From an optimization exercise on the open Yosys and OpenROAD flow, aimed at small area; shortcuts taken in it are not production practice.
Function was checked by simulation only, so behaviour that the tests miss may differ from the original.
Power is estimated from default activity; no workload was simulated.

==> inputs of raven <==
==> flow/design.v <==
`timescale 1ns/1ps
`default_nettype none
package dcache_pkg;
    typedef logic [14-1:0] addr_t;
    typedef logic [14-$clog2(128/8)-1:0] beat_addr_t;
    typedef logic [31:0] word_t;
    typedef logic [128-1:0] beat_t;
    typedef logic [14-$clog2(8)-$clog2(64)-1:0] tag_t;
    typedef logic [$clog2(8)-1:0] set_idx_t;
    typedef logic [$clog2(4)-1:0] beat_cnt_t;
    typedef logic [3:0] byte_mask_t;
    typedef logic [1:0] size_t;
    localparam size_t SIZE_BYTE = 2'd0;
    localparam size_t SIZE_HALF = 2'd1;
    localparam size_t SIZE_WORD = 2'd2;
    typedef struct packed {
        tag_t tag;
        set_idx_t set;
        beat_cnt_t beat;
        logic [$clog2(128/32)-1:0] word;
        logic [1:0] byte_off;
    } addr_split_t;
    typedef struct packed {
        addr_t addr;
        word_t wdata;
        size_t size;
        logic is_unsigned;
        logic is_store;
    } core_req_t;
    typedef struct packed {
        beat_addr_t beat_addr;
        beat_t wdata;
        logic is_write;
    } mem_req_t;
    typedef struct packed {
        logic active;
        logic is_store;
        logic is_unsigned;
        addr_t addr;
        word_t wdata;
        size_t size;
    } word_acc_t;
    typedef enum logic [1:0] {
        META_NONE,
        META_FILL,
        META_DIRTY
    } meta_kind_t;
    typedef struct packed {
        meta_kind_t kind;
        set_idx_t set;
        tag_t tag;
    } meta_upd_t;
    typedef enum logic [1:0] {
        CTRL_READY,
        CTRL_EVICT,
        CTRL_REFILL,
        CTRL_FINISH
    } ctrl_state_t;
endpackage
`default_nettype wire
`timescale 1ns/1ps
`default_nettype none
module dcache_top (
    input  logic         clk,
    input  logic         rst,
    input  logic         req_valid,
    input  logic [13:0]  req_addr,
    input  logic [31:0]  req_wdata,
    input  logic [1:0]   req_size,
    input  logic         req_unsigned,
    input  logic         req_store,
    output logic         req_ready,
    output logic         rsp_valid,
    output logic [31:0]  rsp_data,
    output logic         mem_req_valid,
    output logic [9:0]   mem_req_addr,
    output logic [127:0] mem_req_wdata,
    output logic         mem_req_write,
    input  logic         mem_req_ready,
    input  logic         mem_rsp_valid,
    input  logic [127:0] mem_rsp_data
);
    localparam logic [1:0] S_READY  = 2'd0;
    localparam logic [1:0] S_EVICT  = 2'd1;
    localparam logic [1:0] S_REFILL = 2'd2;
    localparam logic [1:0] S_FINISH = 2'd3;
    logic [13:0] q_addr;
    logic [31:0] q_wdata;
    logic [1:0]  q_size;
    logic        q_unsigned;
    logic        q_store;
    logic        q_valid;
    logic [1:0]  state;
    logic        out_of_reset;
    logic [1:0]  req_cnt;
    logic [1:0]  rsp_cnt;
    logic        rd_done;
    logic [7:0]  valid;
    logic [7:0]  dirty;
    logic [4:0]  tags [8];
    logic [4:0]  q_tag;
    logic [2:0]  q_set;
    logic [1:0]  q_beat;
    logic [1:0]  q_word;
    logic [1:0]  q_byte;
    assign q_tag  = q_addr[13:9];
    assign q_set  = q_addr[8:6];
    assign q_beat = q_addr[5:4];
    assign q_word = q_addr[3:2];
    assign q_byte = q_addr[1:0];
    logic st_ready, st_evict, st_refill, st_finish;
    assign st_ready  = (state == S_READY);
    assign st_evict  = (state == S_EVICT);
    assign st_refill = (state == S_REFILL);
    assign st_finish = (state == S_FINISH);
    logic [4:0] cur_tag;
    logic       cur_valid;
    logic       cur_dirty;
    assign cur_tag   = tags[q_set];
    assign cur_valid = valid[q_set];
    assign cur_dirty = dirty[q_set];
    logic hit, miss, lookup_hit, mem_fire, fill_we, last_rsp, acc_active, acc_store;
    assign hit        = q_valid && cur_valid && (cur_tag == q_tag);
    assign lookup_hit = st_ready && hit;
    assign miss       = st_ready && q_valid && !hit;
    assign mem_fire   = mem_req_valid && mem_req_ready;
    assign fill_we    = st_refill && mem_rsp_valid;
    assign last_rsp   = fill_we && (rsp_cnt == 2'd3);
    assign acc_active = lookup_hit || st_finish;
    assign acc_store  = acc_active && q_store;
    assign req_ready = out_of_reset && st_ready && !miss;
    assign rsp_valid = acc_active && !q_store;
    logic req_fire;
    assign req_fire = req_valid && req_ready;
    always_ff @(posedge clk) begin
        if (req_fire) begin
            q_addr     <= req_addr;
            q_wdata    <= req_wdata;
            q_size     <= req_size;
            q_unsigned <= req_unsigned;
            q_store    <= req_store;
        end
    end
    always_ff @(posedge clk) begin
        if (rst) begin
            state <= S_READY;
            out_of_reset <= 1'b0;
            req_cnt <= 2'd0;
            rsp_cnt <= 2'd0;
            rd_done <= 1'b0;
            q_valid <= 1'b0;
            valid <= '0;
            dirty <= '0;
        end else begin
            out_of_reset <= 1'b1;
            q_valid <= req_fire;
            case (state)
                S_READY:  if (miss) state <= cur_dirty && cur_valid ? S_EVICT : S_REFILL;
                S_EVICT:  if (mem_fire && (req_cnt == 2'd3)) state <= S_REFILL;
                S_REFILL: if (last_rsp) state <= S_FINISH;
                default:  state <= S_READY;
            endcase
            if (mem_fire) begin
                req_cnt <= req_cnt + 2'd1;
                if (st_refill && (req_cnt == 2'd3)) rd_done <= 1'b1;
            end
            if (fill_we) rsp_cnt <= rsp_cnt + 2'd1;
            if (st_finish) rd_done <= 1'b0;
            if (last_rsp) begin
                valid[q_set] <= 1'b1;
                dirty[q_set] <= 1'b0;
            end else if (acc_store) begin
                dirty[q_set] <= 1'b1;
            end
        end
    end
    always_ff @(posedge clk) begin
        if (!rst && last_rsp) tags[q_set] <= q_tag;
    end
    logic [1:0] wr_beat;
    assign wr_beat = fill_we ? rsp_cnt : q_beat;
    logic [3:0] st_mask;
    always_comb begin
        case (q_size)
            2'd0:    st_mask = 4'b0001 << q_byte;
            2'd1:    st_mask = 4'b0011 << q_byte;
            default: st_mask = 4'b1111;
        endcase
    end
    logic [31:0] st_word;
    assign st_word = q_wdata << {q_byte, 3'b000};
    logic [15:0] byte_we;
    always_comb begin
        for (int w = 0; w < 4; w++) begin
            for (int b = 0; b < 4; b++) begin
                byte_we[4*w+b] = fill_we || (acc_store && (q_word == w[1:0]) && st_mask[b]);
            end
        end
    end
    logic [127:0] wr_data;
    assign wr_data = fill_we ? mem_rsp_data : {4{st_word}};
    logic row_we_any;
    assign row_we_any = fill_we || acc_store;
    logic [127:0] data [32];
    for (genvar r = 0; r < 32; r++) begin : g_row
        logic row_we;
        assign row_we = row_we_any && (q_set == r[4:2]) && (wr_beat == r[1:0]);
        for (genvar k = 0; k < 16; k++) begin : g_byte
            always_ff @(posedge clk) begin
                if (row_we && byte_we[k]) data[r][8*k +: 8] <= wr_data[8*k +: 8];
            end
        end
    end
    logic [1:0] rd_beat;
    assign rd_beat = st_evict ? req_cnt : q_beat;
    logic [127:0] row_rd;
    always_comb begin
        row_rd = '0;
        for (int r = 0; r < 32; r++) begin
            if ((q_set == r[4:2]) && (rd_beat == r[1:0])) row_rd = row_rd | data[r];
        end
    end
    assign mem_req_valid = st_evict || (st_refill && !rd_done);
    assign mem_req_write = st_evict;
    assign mem_req_addr  = {st_evict ? cur_tag : q_tag, q_set, req_cnt};
    assign mem_req_wdata = row_rd;
    logic [31:0] rd_word;
    assign rd_word = row_rd[32*q_word +: 32];
    logic [7:0]  byte_sel;
    logic [15:0] half_sel;
    logic        sext;
    assign byte_sel = rd_word[8*q_byte +: 8];
    assign half_sel = rd_word[16*q_byte[1] +: 16];
    assign sext = !q_unsigned;
    always_comb begin
        case (q_size)
            2'd0:    rsp_data = {{24{sext & byte_sel[7]}}, byte_sel};
            2'd1:    rsp_data = {{16{sext & half_sel[15]}}, half_sel};
            default: rsp_data = rd_word;
        endcase
    end
endmodule
`default_nettype wire
==> flow/run.sh <==
#!/bin/bash
# synth_recipe.tcl (not shown) runs the flow's synth.tcl, then flattens the netlist and writes it again
# the make line also repeats each setting of config.mk as NAME=value (left out here)
make -C /OpenROAD-flow-scripts/flow DESIGN_CONFIG=/design/flow/config.mk WORK_HOME=/design/flow/orfs CLKGATE_MAP_FILE= SYNTH_SCRIPT=/design/flow/synth_recipe.tcl finish
==> flow/config.mk <==
export PLATFORM = sky130hd
export DESIGN_NAME = dcache_top
export DESIGN_NICKNAME = dcache_top
export VERILOG_FILES = /design/flow/design.v
export SDC_FILE = /design/flow/constraint.sdc
export NUM_CORES = 4
export LEC_CHECK = 0
export CAP_MARGIN = 20
export CORE_MARGIN = 2
export CORE_UTILIZATION = 45
export PLACE_DENSITY = 0.6
export SLEW_MARGIN = 20
==> flow/constraint.sdc <==
create_clock -name core_clock -period 12.0 [get_ports {clk}]
set_input_delay 2.4000 -clock core_clock [delete_from_list [all_inputs] [get_ports {clk}]]
set_output_delay 2.4000 -clock core_clock [all_outputs]
set_load 0.01 [all_outputs]
==> zinc (differences from raven) <==
--- a/flow/design.v
+++ b/flow/design.v
@@ -81,8 +81,4 @@
     input  logic [127:0] mem_rsp_data
 );
-    localparam logic [1:0] S_READY  = 2'd0;
-    localparam logic [1:0] S_EVICT  = 2'd1;
-    localparam logic [1:0] S_REFILL = 2'd2;
-    localparam logic [1:0] S_FINISH = 2'd3;
     logic [13:0] q_addr;
     logic [31:0] q_wdata;
@@ -91,5 +87,5 @@
     logic        q_store;
     logic        q_valid;
-    logic [1:0]  state;
+    logic st_ready, st_evict, st_refill, st_finish;
     logic        out_of_reset;
     logic [1:0]  req_cnt;
@@ -109,9 +105,4 @@
     assign q_word = q_addr[3:2];
     assign q_byte = q_addr[1:0];
-    logic st_ready, st_evict, st_refill, st_finish;
-    assign st_ready  = (state == S_READY);
-    assign st_evict  = (state == S_EVICT);
-    assign st_refill = (state == S_REFILL);
-    assign st_finish = (state == S_FINISH);
     logic [4:0] cur_tag;
     logic       cur_valid;
@@ -144,5 +135,8 @@
     always_ff @(posedge clk) begin
         if (rst) begin
-            state <= S_READY;
+            st_ready <= 1'b1;
+            st_evict <= 1'b0;
+            st_refill <= 1'b0;
+            st_finish <= 1'b0;
             out_of_reset <= 1'b0;
             req_cnt <= 2'd0;
@@ -151,14 +145,24 @@
             q_valid <= 1'b0;
             valid <= '0;
-            dirty <= '0;
         end else begin
             out_of_reset <= 1'b1;
             q_valid <= req_fire;
-            case (state)
-                S_READY:  if (miss) state <= cur_dirty && cur_valid ? S_EVICT : S_REFILL;
-                S_EVICT:  if (mem_fire && (req_cnt == 2'd3)) state <= S_REFILL;
-                S_REFILL: if (last_rsp) state <= S_FINISH;
-                default:  state <= S_READY;
-            endcase
+            if (miss) begin
+                st_ready <= 1'b0;
+                st_evict <= cur_dirty && cur_valid;
+                st_refill <= !(cur_dirty && cur_valid);
+            end
+            if (st_evict && mem_fire && (req_cnt == 2'd3)) begin
+                st_evict <= 1'b0;
+                st_refill <= 1'b1;
+            end
+            if (last_rsp) begin
+                st_refill <= 1'b0;
+                st_finish <= 1'b1;
+            end
+            if (st_finish) begin
+                st_finish <= 1'b0;
+                st_ready <= 1'b1;
+            end
             if (mem_fire) begin
                 req_cnt <= req_cnt + 2'd1;
@@ -169,12 +173,24 @@
             if (last_rsp) begin
                 valid[q_set] <= 1'b1;
-                dirty[q_set] <= 1'b0;
-            end else if (acc_store) begin
-                dirty[q_set] <= 1'b1;
-            end
-        end
-    end
-    always_ff @(posedge clk) begin
-        if (!rst && last_rsp) tags[q_set] <= q_tag;
+            end
+        end
+    end
+    for (genvar s = 0; s < 8; s++) begin : g_tag
+        logic [4:0] tag_q;
+        always_ff @(posedge clk) begin
+            if (!rst && last_rsp && (q_set == s[2:0])) tag_q <= q_tag;
+        end
+        assign tags[s] = tag_q;
+    end
+    for (genvar s = 0; s < 8; s++) begin : g_dirty
+        logic dirty_we;
+        assign dirty_we = (last_rsp || acc_store) && (q_set == s[2:0]);
+        always_ff @(posedge clk) begin
+            if (rst) begin
+                dirty[s] <= 1'b0;
+            end else if (dirty_we) begin
+                dirty[s] <= !last_rsp;
+            end
+        end
     end
     logic [1:0] wr_beat;
@@ -205,18 +221,25 @@
     for (genvar r = 0; r < 32; r++) begin : g_row
         logic row_we;
+        logic [127:0] row_q;
         assign row_we = row_we_any && (q_set == r[4:2]) && (wr_beat == r[1:0]);
         for (genvar k = 0; k < 16; k++) begin : g_byte
             always_ff @(posedge clk) begin
-                if (row_we && byte_we[k]) data[r][8*k +: 8] <= wr_data[8*k +: 8];
-            end
-        end
+                if (row_we && byte_we[k]) row_q[8*k +: 8] <= wr_data[8*k +: 8];
+            end
+        end
+        assign data[r] = row_q;
     end
     logic [1:0] rd_beat;
     assign rd_beat = st_evict ? req_cnt : q_beat;
+    logic [31:0] rd_oh;
+    always_comb for (int r = 0; r < 32; r++) rd_oh[r] = (q_set == r[4:2]) && (rd_beat == r[1:0]);
+    logic [127:0] grp [11];
     logic [127:0] row_rd;
     always_comb begin
         row_rd = '0;
-        for (int r = 0; r < 32; r++) begin
-            if ((q_set == r[4:2]) && (rd_beat == r[1:0])) row_rd = row_rd | data[r];
+        for (int g = 0; g < 11; g++) begin
+            grp[g] = '0;
+            for (int r = 3*g; r < 3*g+3 && r < 32; r++) grp[g] = grp[g] | ({128{rd_oh[r]}} & data[r]);
+            row_rd = row_rd | grp[g];
         end
     end
==> flow/flow/run.sh (new file) <==
#!/bin/bash
# Standard ORFS layout, with the combinational logic mapped by an area-oriented ABC script
# (&nf with many area-recovery rounds) instead of the default one. Registers come out exactly
# as in the standard synthesis: only the abc call after dfflibmap is changed. Ports get the
# smallest buffer (buf_1) instead of the one buffer_ports picks by itself.
set -euo pipefail
W=$(pwd)
printf '&get -n\n&st\n&dch -f\n&nf -p -R 1000\n&put\n' > "$W/area.script"
{
  echo "proc abc {args} { set i [lsearch \$args -script]; if {\$i >= 0} { set args [lreplace \$args \$i [expr {\$i+1}] -script $W/area.script] }; yosys abc {*}\$args }"
  cat "$W/synth_recipe.tcl"
} > "$W/area_synth.tcl"
bash "$W/standard.sh" "SYNTH_SCRIPT=$W/area_synth.tcl" "BUFFER_PORTS_ARGS=-buffer_cell sky130_fd_sc_hd__buf_1" finish > "$W/standard.log" 2>&1
==> flow/standard.sh (new file) <==
#!/bin/bash
# synth_recipe.tcl (not shown) runs the flow's synth.tcl, then flattens the netlist and writes it again
# the make line also repeats each setting of config.mk as NAME=value (left out here)
make -C /OpenROAD-flow-scripts/flow DESIGN_CONFIG=/design/flow/config.mk WORK_HOME=/design/flow/orfs CLKGATE_MAP_FILE= SYNTH_SCRIPT=/design/flow/synth_recipe.tcl "${@:-finish}"
- CAP_MARGIN: 20 -> 30
- CORE_UTILIZATION: 45 -> 65
- CTS_CLUSTER_DIAMETER: unset -> 80
- CTS_CLUSTER_SIZE: unset -> 25
- PLACE_DENSITY: 0.6 -> 0.75
- SETUP_SLACK_MARGIN: unset -> 0.3
- SLEW_MARGIN: 20 -> 30
removed: flow/run.sh
==> violet (differences from raven) <==
--- a/flow/design.v
+++ b/flow/design.v
@@ -81,8 +81,4 @@
     input  logic [127:0] mem_rsp_data
 );
-    localparam logic [1:0] S_READY  = 2'd0;
-    localparam logic [1:0] S_EVICT  = 2'd1;
-    localparam logic [1:0] S_REFILL = 2'd2;
-    localparam logic [1:0] S_FINISH = 2'd3;
     logic [13:0] q_addr;
     logic [31:0] q_wdata;
@@ -91,5 +87,5 @@
     logic        q_store;
     logic        q_valid;
-    logic [1:0]  state;
+    logic st_ready, st_evict, st_refill, st_finish;
     logic        out_of_reset;
     logic [1:0]  req_cnt;
@@ -109,9 +105,4 @@
     assign q_word = q_addr[3:2];
     assign q_byte = q_addr[1:0];
-    logic st_ready, st_evict, st_refill, st_finish;
-    assign st_ready  = (state == S_READY);
-    assign st_evict  = (state == S_EVICT);
-    assign st_refill = (state == S_REFILL);
-    assign st_finish = (state == S_FINISH);
     logic [4:0] cur_tag;
     logic       cur_valid;
@@ -144,5 +135,8 @@
     always_ff @(posedge clk) begin
         if (rst) begin
-            state <= S_READY;
+            st_ready <= 1'b1;
+            st_evict <= 1'b0;
+            st_refill <= 1'b0;
+            st_finish <= 1'b0;
             out_of_reset <= 1'b0;
             req_cnt <= 2'd0;
@@ -151,14 +145,24 @@
             q_valid <= 1'b0;
             valid <= '0;
-            dirty <= '0;
         end else begin
             out_of_reset <= 1'b1;
             q_valid <= req_fire;
-            case (state)
-                S_READY:  if (miss) state <= cur_dirty && cur_valid ? S_EVICT : S_REFILL;
-                S_EVICT:  if (mem_fire && (req_cnt == 2'd3)) state <= S_REFILL;
-                S_REFILL: if (last_rsp) state <= S_FINISH;
-                default:  state <= S_READY;
-            endcase
+            if (miss) begin
+                st_ready <= 1'b0;
+                st_evict <= cur_dirty && cur_valid;
+                st_refill <= !(cur_dirty && cur_valid);
+            end
+            if (st_evict && mem_fire && (req_cnt == 2'd3)) begin
+                st_evict <= 1'b0;
+                st_refill <= 1'b1;
+            end
+            if (last_rsp) begin
+                st_refill <= 1'b0;
+                st_finish <= 1'b1;
+            end
+            if (st_finish) begin
+                st_finish <= 1'b0;
+                st_ready <= 1'b1;
+            end
             if (mem_fire) begin
                 req_cnt <= req_cnt + 2'd1;
@@ -169,12 +173,24 @@
             if (last_rsp) begin
                 valid[q_set] <= 1'b1;
-                dirty[q_set] <= 1'b0;
-            end else if (acc_store) begin
-                dirty[q_set] <= 1'b1;
-            end
-        end
-    end
-    always_ff @(posedge clk) begin
-        if (!rst && last_rsp) tags[q_set] <= q_tag;
+            end
+        end
+    end
+    for (genvar s = 0; s < 8; s++) begin : g_tag
+        logic [4:0] tag_q;
+        always_ff @(posedge clk) begin
+            if (!rst && last_rsp && (q_set == s[2:0])) tag_q <= q_tag;
+        end
+        assign tags[s] = tag_q;
+    end
+    for (genvar s = 0; s < 8; s++) begin : g_dirty
+        logic dirty_we;
+        assign dirty_we = (last_rsp || acc_store) && (q_set == s[2:0]);
+        always_ff @(posedge clk) begin
+            if (rst) begin
+                dirty[s] <= 1'b0;
+            end else if (dirty_we) begin
+                dirty[s] <= !last_rsp;
+            end
+        end
     end
     logic [1:0] wr_beat;
@@ -205,18 +221,25 @@
     for (genvar r = 0; r < 32; r++) begin : g_row
         logic row_we;
+        logic [127:0] row_q;
         assign row_we = row_we_any && (q_set == r[4:2]) && (wr_beat == r[1:0]);
         for (genvar k = 0; k < 16; k++) begin : g_byte
             always_ff @(posedge clk) begin
-                if (row_we && byte_we[k]) data[r][8*k +: 8] <= wr_data[8*k +: 8];
-            end
-        end
+                if (row_we && byte_we[k]) row_q[8*k +: 8] <= wr_data[8*k +: 8];
+            end
+        end
+        assign data[r] = row_q;
     end
     logic [1:0] rd_beat;
     assign rd_beat = st_evict ? req_cnt : q_beat;
+    logic [31:0] rd_oh;
+    always_comb for (int r = 0; r < 32; r++) rd_oh[r] = (q_set == r[4:2]) && (rd_beat == r[1:0]);
+    logic [127:0] grp [11];
     logic [127:0] row_rd;
     always_comb begin
         row_rd = '0;
-        for (int r = 0; r < 32; r++) begin
-            if ((q_set == r[4:2]) && (rd_beat == r[1:0])) row_rd = row_rd | data[r];
+        for (int g = 0; g < 11; g++) begin
+            grp[g] = '0;
+            for (int r = 3*g; r < 3*g+3 && r < 32; r++) grp[g] = grp[g] | ({128{rd_oh[r]}} & data[r]);
+            row_rd = row_rd | grp[g];
         end
     end
==> flow/flow/run.sh (new file) <==
#!/bin/bash
# Standard ORFS layout, with the combinational logic mapped by an area-oriented ABC script
# (&nf with many area-recovery rounds) instead of the default one. Registers come out exactly
# as in the standard synthesis: only the abc call after dfflibmap is changed. Ports get the
# smallest buffer (buf_1) instead of the one buffer_ports picks by itself.
set -euo pipefail
W=$(pwd)
printf '&get -n\n&st\n&dch -f\n&nf -p -R 1000\n&put\n' > "$W/area.script"
{
  echo "proc abc {args} { set i [lsearch \$args -script]; if {\$i >= 0} { set args [lreplace \$args \$i [expr {\$i+1}] -script $W/area.script] }; yosys abc {*}\$args }"
  cat "$W/synth_recipe.tcl"
} > "$W/area_synth.tcl"
bash "$W/standard.sh" "SYNTH_SCRIPT=$W/area_synth.tcl" "BUFFER_PORTS_ARGS=-buffer_cell sky130_fd_sc_hd__buf_1" finish > "$W/standard.log" 2>&1
==> flow/standard.sh (new file) <==
#!/bin/bash
# synth_recipe.tcl (not shown) runs the flow's synth.tcl, then flattens the netlist and writes it again
# the make line also repeats each setting of config.mk as NAME=value (left out here)
make -C /OpenROAD-flow-scripts/flow DESIGN_CONFIG=/design/flow/config.mk WORK_HOME=/design/flow/orfs CLKGATE_MAP_FILE= SYNTH_SCRIPT=/design/flow/synth_recipe.tcl "${@:-finish}"
- CORE_UTILIZATION: 45 -> 70
- CTS_CLUSTER_DIAMETER: unset -> 80
- CTS_CLUSTER_SIZE: unset -> 25
- PLACE_DENSITY: 0.6 -> 0.8
- SETUP_SLACK_MARGIN: unset -> 0.3
removed: flow/run.sh
==> comparison table <==
|  | raven | zinc | violet |
|---|---|---|---|
| Status | timing/DRC/antenna clean | timing/DRC/antenna clean | timing/DRC/antenna clean |
| Worst path buffer plus inverter count | 3 | 2 | 3 |
| Worst setup path endpoint | rsp_data[1] | rsp_data[16] | rsp_data[24] |
| Internal Power | 26.9 mW | 19.5 mW | 19.4 mW |
| Clock buffer and inverter area fraction after layout | 0.0741 | 0.0314 | 0.0307 |
| Post-Synth Simple-Gate Area | 0.0461 | 0.0407 | 0.0407 |
| Post-synthesis share of cell area spent on xor and xnor gates | 0.000379 | 0.000117 | 0.000117 |
| Setup skew after layout | 0.104 ns | 0.0336 ns | 0.0374 ns |
| Static leakage power | 60.1 nW | 48.7 nW | 48.7 nW |
| R2R Path End | data[13][81] | g_row[26].row_q[73] | g_row[3].row_q[10] |
| Combinational cell fraction of total power | 0.218 | 0.055 | 0.056 |
| Yosys Warn Count | 2 | 4 | 4 |
| Data arrival time of the worst path | 8.53 ns | 8.21 ns | 8.49 ns |
| Vias in the first global route | 106,000 | 82,400 | 84,500 |
| Number of levels in the clock H-tree | 5 | 4 | 4 |
| Drt total wl | 799 mm | 457 mm | 472 mm |
| DRC marker count from the first detailed-route iteration | 28,400 | 22,800 | 25,500 |
| Number of signal-net inverters in the final layout | 113 | 8 | 8 |
| Post-synthesis instance area | 162,000 um^2 | 149,000 um^2 | 149,000 um^2 |
| Detailed Routing Iterations Pass 1 | 9 | 13 | 32 |
| Multi-input logic portion of the cell area | 0.176 | 0.146 | 0.146 |
| Area share of buffers outside the clock network | 0.0472 | 0.0211 | 0.0199 |
| Max FO, Critical Path | 34 | 72 | 40 |
| Power Dens Cells | 211 nW/um^2 | 153 nW/um^2 | 153 nW/um^2 |

==> port drivers added, routing unchanged <==
In the flow no input, the clock included, has a driving cell. The finished layouts below were timed again as built, in two steps. Step 1: set_driving_cell puts a clkbuf_16 on clk and a buf_2 on each other input, an assumption about the parent block. Step 2, shift: input delay + t, output delay - t, t = (earliest + latest rising clock arrival at the registers) / 2. This alone moves slack from input paths to output paths. Three values: no drivers, after step 1, after step 2; two values: the first two.
run | t, ns | setup WS [ns] | clock arrival spread, ns
raven | 1.163 | 1.069 / 0.954 / 2.116 | 0.111 / 0.111
zinc | 0.996 | 1.395 / 1.298 / 2.293 | 0.048 / 0.049
violet | 0.996 | 1.111 / 1.013 / 2.009 | 0.047 / 0.046
After both steps setup and hold are still met in every run listed.
